Source: an optimization exercise on an open RTL-to-GDS flow (aim: small area, a short achievable clock period and few clock cycles per item). Production flows keep margins and buffers that such runs may drop.
Where RTL was checked, it was by simulation tests only, not by an equivalence proof against the original.

==> flow/design.v <==
package lrl_pkg;
  localparam int KEY_W = 32;
  localparam int OP_W  = 2;
  localparam int OCC_W = 5;
  localparam int CAP_W = 5;
  localparam logic [CAP_W-1:0] CAP_RESET = 5'd16;
  localparam logic [OP_W-1:0] OP_INSERT = 2'd0;
  localparam logic [OP_W-1:0] OP_REMOVE = 2'd1;
  localparam logic [OP_W-1:0] OP_USE    = 2'd2;
  localparam logic [OP_W-1:0] OP_FIND   = 2'd3;
endpackage
module lrl_cell
(
  input  logic                      clk,
  input  logic                      shift,
  input  logic [lrl_pkg::KEY_W-1:0] left_i,
  input  logic [lrl_pkg::KEY_W-1:0] cmp_key,
  output logic                      match_o,
  output logic [lrl_pkg::KEY_W-1:0] entry_o
);
  logic [lrl_pkg::KEY_W-1:0] entry_r;
  always_ff @(posedge clk) begin
    if (shift) begin
      entry_r <= left_i;
    end
  end
  assign match_o = (entry_r == cmp_key);
  assign entry_o = entry_r;
endmodule
module lru_recency_list
#(
  parameter int DEPTH = 16
) (
  input  logic             clk,
  input  logic             rst_n,
  input  logic             cfg_wr_en,
  input  logic [lrl_pkg::CAP_W-1:0] cfg_wr_data,
  input  logic             in_tvalid,
  output logic             in_tready,
  input  logic [39:0]      in_tdata,
  output logic             out_tvalid,
  input  logic             out_tready,
  output logic [7:0]       out_tdata
);
  localparam int KW = lrl_pkg::KEY_W;
  localparam int CW = $clog2(DEPTH + 1);
  logic [lrl_pkg::CAP_W-1:0] cap_r;
  logic [lrl_pkg::OP_W-1:0]  in_op;
  logic [KW-1:0]             in_key;
  logic                      v2;
  logic [lrl_pkg::OP_W-1:0]  op2;
  logic [KW-1:0]             key2;
  logic [CW-1:0]             c2;
  logic [DEPTH-1:0]          m2;
  logic                      evict;
  logic [DEPTH-1:0]          vld;
  logic [CW-1:0]             cnt;
  logic                      pend;
  logic [DEPTH-1:0]          dups;
  logic                      blk2;
  logic                      ready_r;
  logic                      fv0, fv1;
  logic [5:0]                fd0, fd1;
  logic [CW-1:0] cap_eff;
  always_comb begin
    if (cap_r == '0) begin
      cap_eff = CW'(1);
    end else if (CW'(cap_r) > CW'(DEPTH)) begin
      cap_eff = CW'(DEPTH);
    end else begin
      cap_eff = CW'(cap_r);
    end
  end
  logic [KW-1:0]    entries [DEPTH];
  logic [DEPTH-1:0] cmp;
  logic [DEPTH-1:0] sel;
  logic             eq12;
  generate
    for (genvar i = 0; i < DEPTH; i++) begin : g_cell
      lrl_cell u_cell (
        .clk     (clk),
        .shift   (sel[i]),
        .left_i  ((i == 0) ? key2 : entries[(i == 0) ? 0 : i - 1]),
        .cmp_key (in_key),
        .match_o (cmp[i]),
        .entry_o (entries[i])
      );
    end
  endgenerate
  assign in_op  = in_tdata[1:0];
  assign in_key = in_tdata[33:2];
  assign eq12   = (in_key == key2);
  logic [DEPTH-1:0] mv, pre, first, extra, pfx_v, sfx_v, pre_d, first_d, drop;
  logic             any, two, dnz, fire, adv2;
  logic             is_ins, is_rem, is_use;
  assign mv = m2 & vld;
  always_comb begin
    pre[0]   = 1'b0;
    pre_d[0] = 1'b0;
    pfx_v[0] = 1'b1;
    for (int i = 1; i < DEPTH; i++) begin
      pre[i]   = pre[i-1] | mv[i-1];
      pre_d[i] = pre_d[i-1] | dups[i-1];
      pfx_v[i] = pfx_v[i-1] & vld[i-1];
    end
    sfx_v[DEPTH-1] = vld[DEPTH-1];
    for (int i = DEPTH - 2; i >= 0; i--) begin
      sfx_v[i] = sfx_v[i+1] | vld[i];
    end
  end
  assign any     = |mv;
  assign first   = mv & ~pre;
  assign extra   = mv & pre;
  assign two     = |extra;
  assign first_d = dups & ~pre_d;
  assign dnz     = |dups;
  assign is_ins = (op2 == lrl_pkg::OP_INSERT);
  assign is_rem = (op2 == lrl_pkg::OP_REMOVE);
  assign is_use = (op2 == lrl_pkg::OP_USE);
  assign fire = v2 && !blk2;
  assign adv2 = ready_r;
  always_comb begin
    for (int i = 0; i < DEPTH; i++) begin
      sel[i]  = fire && ((is_ins && (evict ? sfx_v[i] : pfx_v[i])) ||
                         (is_use && any && !pre[i]));
      drop[i] = (fire && is_rem && first[i]) || (pend && first_d[i]);
    end
  end
  logic          inc, dec;
  logic [CW-1:0] cnt_nxt;
  logic [CW-1:0] c_nxt;
  logic          evict_nxt;
  logic          flag;
  logic          push;
  logic [5:0]    push_d;
  assign inc = fire && is_ins && !evict;
  assign dec = (fire && is_rem && any) || (pend && dnz);
  always_comb begin
    if (inc) begin
      cnt_nxt = cnt + CW'(1);
    end else if (dec) begin
      cnt_nxt = cnt - CW'(1);
    end else begin
      cnt_nxt = cnt;
    end
  end
  assign c_nxt = adv2 ? cap_eff : c2;
  always_comb begin
    if (inc) begin
      evict_nxt = ({1'b0, cnt} + (CW+1)'(1)) >= {1'b0, c_nxt};
    end else if (dec) begin
      evict_nxt = {1'b0, cnt} >= ({1'b0, c_nxt} + (CW+1)'(1));
    end else begin
      evict_nxt = cnt >= c_nxt;
    end
  end
  assign flag = is_ins ? evict : any;
  assign push   = (fire && !(is_use && two)) || (pend && !dnz);
  assign push_d = {lrl_pkg::OCC_W'(cnt_nxt), pend ? 1'b1 : flag};
  logic pop;
  logic fv0_n, fv1_n, full_n;
  logic v2_n, pend_n, blk2_n;
  assign pop = fv0 && out_tready;
  always_comb begin
    fv0_n = fv0;
    fv1_n = fv1;
    if (fv0 && !pop) begin
      if (!fv1 && push) fv1_n = 1'b1;
    end else if (fv1) begin
      fv0_n = 1'b1;
      fv1_n = push;
    end else begin
      fv0_n = push;
      fv1_n = 1'b0;
    end
  end
  assign full_n = (fv0 && !pop) || fv1;
  always_ff @(posedge clk) begin
    if (fv0 && !pop) begin
      if (!fv1) fd1 <= push_d;
    end else if (fv1) begin
      fd0 <= fd1;
      fd1 <= push_d;
    end else begin
      fd0 <= push_d;
    end
  end
  assign v2_n      = adv2 ? in_tvalid : v2;
  assign blk2_n    = pend_n || full_n;
  assign pend_n    = (fire && is_use && two) || (pend && dnz);
  always_ff @(posedge clk) begin
    if (!rst_n) begin
      cap_r   <= lrl_pkg::CAP_RESET;
      v2      <= 1'b0;
      vld     <= '0;
      cnt     <= '0;
      evict   <= 1'b0;
      pend    <= 1'b0;
      blk2    <= 1'b0;
      ready_r <= 1'b1;
      fv0     <= 1'b0;
      fv1     <= 1'b0;
    end else begin
      if (cfg_wr_en) begin
        cap_r <= cfg_wr_data;
      end
      v2      <= v2_n;
      for (int i = 0; i < DEPTH; i++) begin
        if (sel[i]) begin
          vld[i] <= (i == 0) ? 1'b1 : vld[(i == 0) ? 0 : i - 1];
        end else if (drop[i]) begin
          vld[i] <= 1'b0;
        end
      end
      cnt     <= cnt_nxt;
      evict   <= evict_nxt;
      pend    <= pend_n;
      blk2    <= blk2_n;
      ready_r <= !v2_n || !blk2_n;
      fv0     <= fv0_n;
      fv1     <= fv1_n;
    end
  end
  always_ff @(posedge clk) begin
    if (fire && is_use) begin
      dups <= extra;
    end else begin
      dups <= dups & ~first_d;
    end
  end
  always_ff @(posedge clk) begin
    if (adv2) begin
      op2  <= in_op;
      key2 <= in_key;
      c2   <= cap_eff;
      for (int i = 0; i < DEPTH; i++) begin
        m2[i] <= sel[i] ? ((i == 0) ? eq12 : cmp[(i == 0) ? 0 : i - 1]) : cmp[i];
      end
    end
  end
  assign in_tready  = ready_r;
  assign out_tvalid = fv0;
  assign out_tdata  = {2'b00, fd0};
endmodule
Settings: LEC_CHECK=0, ABC_AREA=1, CAP_MARGIN=20, CORE_MARGIN=2, CORE_UTILIZATION=60, CTS_CLUSTER_DIAMETER=100, CTS_CLUSTER_SIZE=24, PLACE_DENSITY=0.75, SETUP_SLACK_MARGIN=3.5, SLEW_MARGIN=20; clock period 6.0 ns.
run.sh (not shown) runs the stock make flow with config.mk's settings and CLKGATE_MAP_FILE= SYNTH_SCRIPT=/design/flow/synth_recipe.tcl, a recipe that flattens the netlist after the stock synthesis.
Testbench counts at the start, summed over its fixed seeds: cycles 24,016, items 24,000.
Edit:
--- a/flow/design.v
+++ b/flow/design.v
@@ -91,20 +91,24 @@
   assign in_key = in_tdata[33:2];
   assign eq12   = (in_key == key2);
-  logic [DEPTH-1:0] mv, pre, first, extra, pfx_v, sfx_v, pre_d, first_d, drop;
+  logic [DEPTH-1:0] mv, pre, first, extra, pre_d, first_d, drop;
   logic             any, two, dnz, fire, adv2;
   logic             is_ins, is_rem, is_use;
+  logic [DEPTH-1:0] pfx_v, sfx_v;
+  logic [DEPTH-1:0] pfx2, sfx2, lastv;
   assign mv = m2 & vld;
   always_comb begin
     pre[0]   = 1'b0;
     pre_d[0] = 1'b0;
-    pfx_v[0] = 1'b1;
+    pfx2[0]  = 1'b1;
     for (int i = 1; i < DEPTH; i++) begin
       pre[i]   = pre[i-1] | mv[i-1];
       pre_d[i] = pre_d[i-1] | dups[i-1];
-      pfx_v[i] = pfx_v[i-1] & vld[i-1];
-    end
-    sfx_v[DEPTH-1] = vld[DEPTH-1];
+      pfx2[i]  = pfx2[i-1] & (vld[i-1] | pfx_v[i-1]);
+    end
+    lastv[DEPTH-1] = vld[DEPTH-1];
+    sfx2[DEPTH-1]  = 1'b0;
     for (int i = DEPTH - 2; i >= 0; i--) begin
-      sfx_v[i] = sfx_v[i+1] | vld[i];
+      lastv[i] = vld[i] && !sfx_v[i+1];
+      sfx2[i]  = sfx2[i+1] | (vld[i] & sfx_v[i+1]);
     end
   end
@@ -127,4 +131,40 @@
     end
   end
+  logic [DEPTH-1:0] pfx_nxt, sfx_nxt, pa, pb, sa, sb;
+  logic             rem_last, pend_last;
+  assign rem_last  = |(first & lastv);
+  assign pend_last = |(first_d & lastv);
+  always_comb begin
+    pb = pfx_v;
+    sb = sfx_v;
+    if (fire && is_ins && !evict) begin
+      pb = pfx2;
+      sb = sfx_v | pfx_v;
+    end else if (fire && is_ins && evict) begin
+      for (int i = 1; i < DEPTH; i++) begin
+        pb[i] = pfx_v[i-1] && sfx_v[i-1];
+        sb[i] = sfx2[i-1];
+      end
+      sb[0] = 1'b1;
+    end else if (fire && is_rem && any) begin
+      pb = pfx_v & ~pre;
+      sb = rem_last ? sfx2 : sfx_v;
+    end else if (pend && dnz) begin
+      pb = pfx_v & ~pre_d;
+      sb = pend_last ? sfx2 : sfx_v;
+    end
+    pa[0] = 1'b1;
+    sa[0] = 1'b1;
+    for (int i = 1; i < DEPTH; i++) begin
+      pa[i] = is_ins ? pb[i] : pfx_v[i-1];
+      sa[i] = is_ins ? sb[i] : sfx2[i-1];
+    end
+    pfx_nxt[0] = 1'b1;
+    sfx_nxt[0] = sel[0] ? sa[0] : sb[0];
+    for (int i = 1; i < DEPTH; i++) begin
+      pfx_nxt[i] = sel[i-1] ? pa[i] : pb[i];
+      sfx_nxt[i] = sel[i] ? sa[i] : sb[i];
+    end
+  end
   logic          inc, dec;
   logic [CW-1:0] cnt_nxt;
@@ -194,4 +234,6 @@
       v2      <= 1'b0;
       vld     <= '0;
+      pfx_v   <= {{(DEPTH-1){1'b0}}, 1'b1};
+      sfx_v   <= '0;
       cnt     <= '0;
       evict   <= 1'b0;
@@ -213,4 +255,6 @@
         end
       end
+      pfx_v   <= pfx_nxt;
+      sfx_v   <= sfx_nxt;
       cnt     <= cnt_nxt;
       evict   <= evict_nxt;
Effect: Area after synthesis grows by about 10%; wire length is higher by 34%; non-clock buffer count went up by 97; synthesized cell count rose by 23%; design area grows by 14%; clock-buffer cell count falls by 12; sequential share of layout area shrinks by 5.3 points.
For the second run of this note, only the layout was checked, not whether the RTL still works.

-- separate check: timing with driven ports --
Ports are ideal in the flow. The routed layouts listed here were re-timed in OpenROAD. Step 1, drivers: a clkbuf_16 drives clk and a buf_2 each remaining input, both assumed. Step 2 moves the port delays by t, midway between the first and last clock arrival at a register: inputs arrive t later, outputs are due t later. That takes back most of the time a late clock gives input paths. Three values: ideal ports, drivers, drivers and shift; two values: the first two.
| run | t, ns | slack for setup (ns) | hold WS [ns] | worst setup path after step 2 | worst slew at a driven data input, ns |
|---|---|---|---|---|---|
| the first run | 0.663 | 3.503 / 3.469 / 2.879 | 0.459 / 0.459 / 0.459 | input to register | 0.05 |
| the second run | 0.700 | 3.463 / 3.460 / 2.817 | 0.448 / 0.448 / 0.448 | input to register | 0.05 |
After both steps setup and hold are still met in every run listed. The setup slack of the second run, which loses most, moves by -0.003 ns with the drivers and by -0.646 ns with both steps.
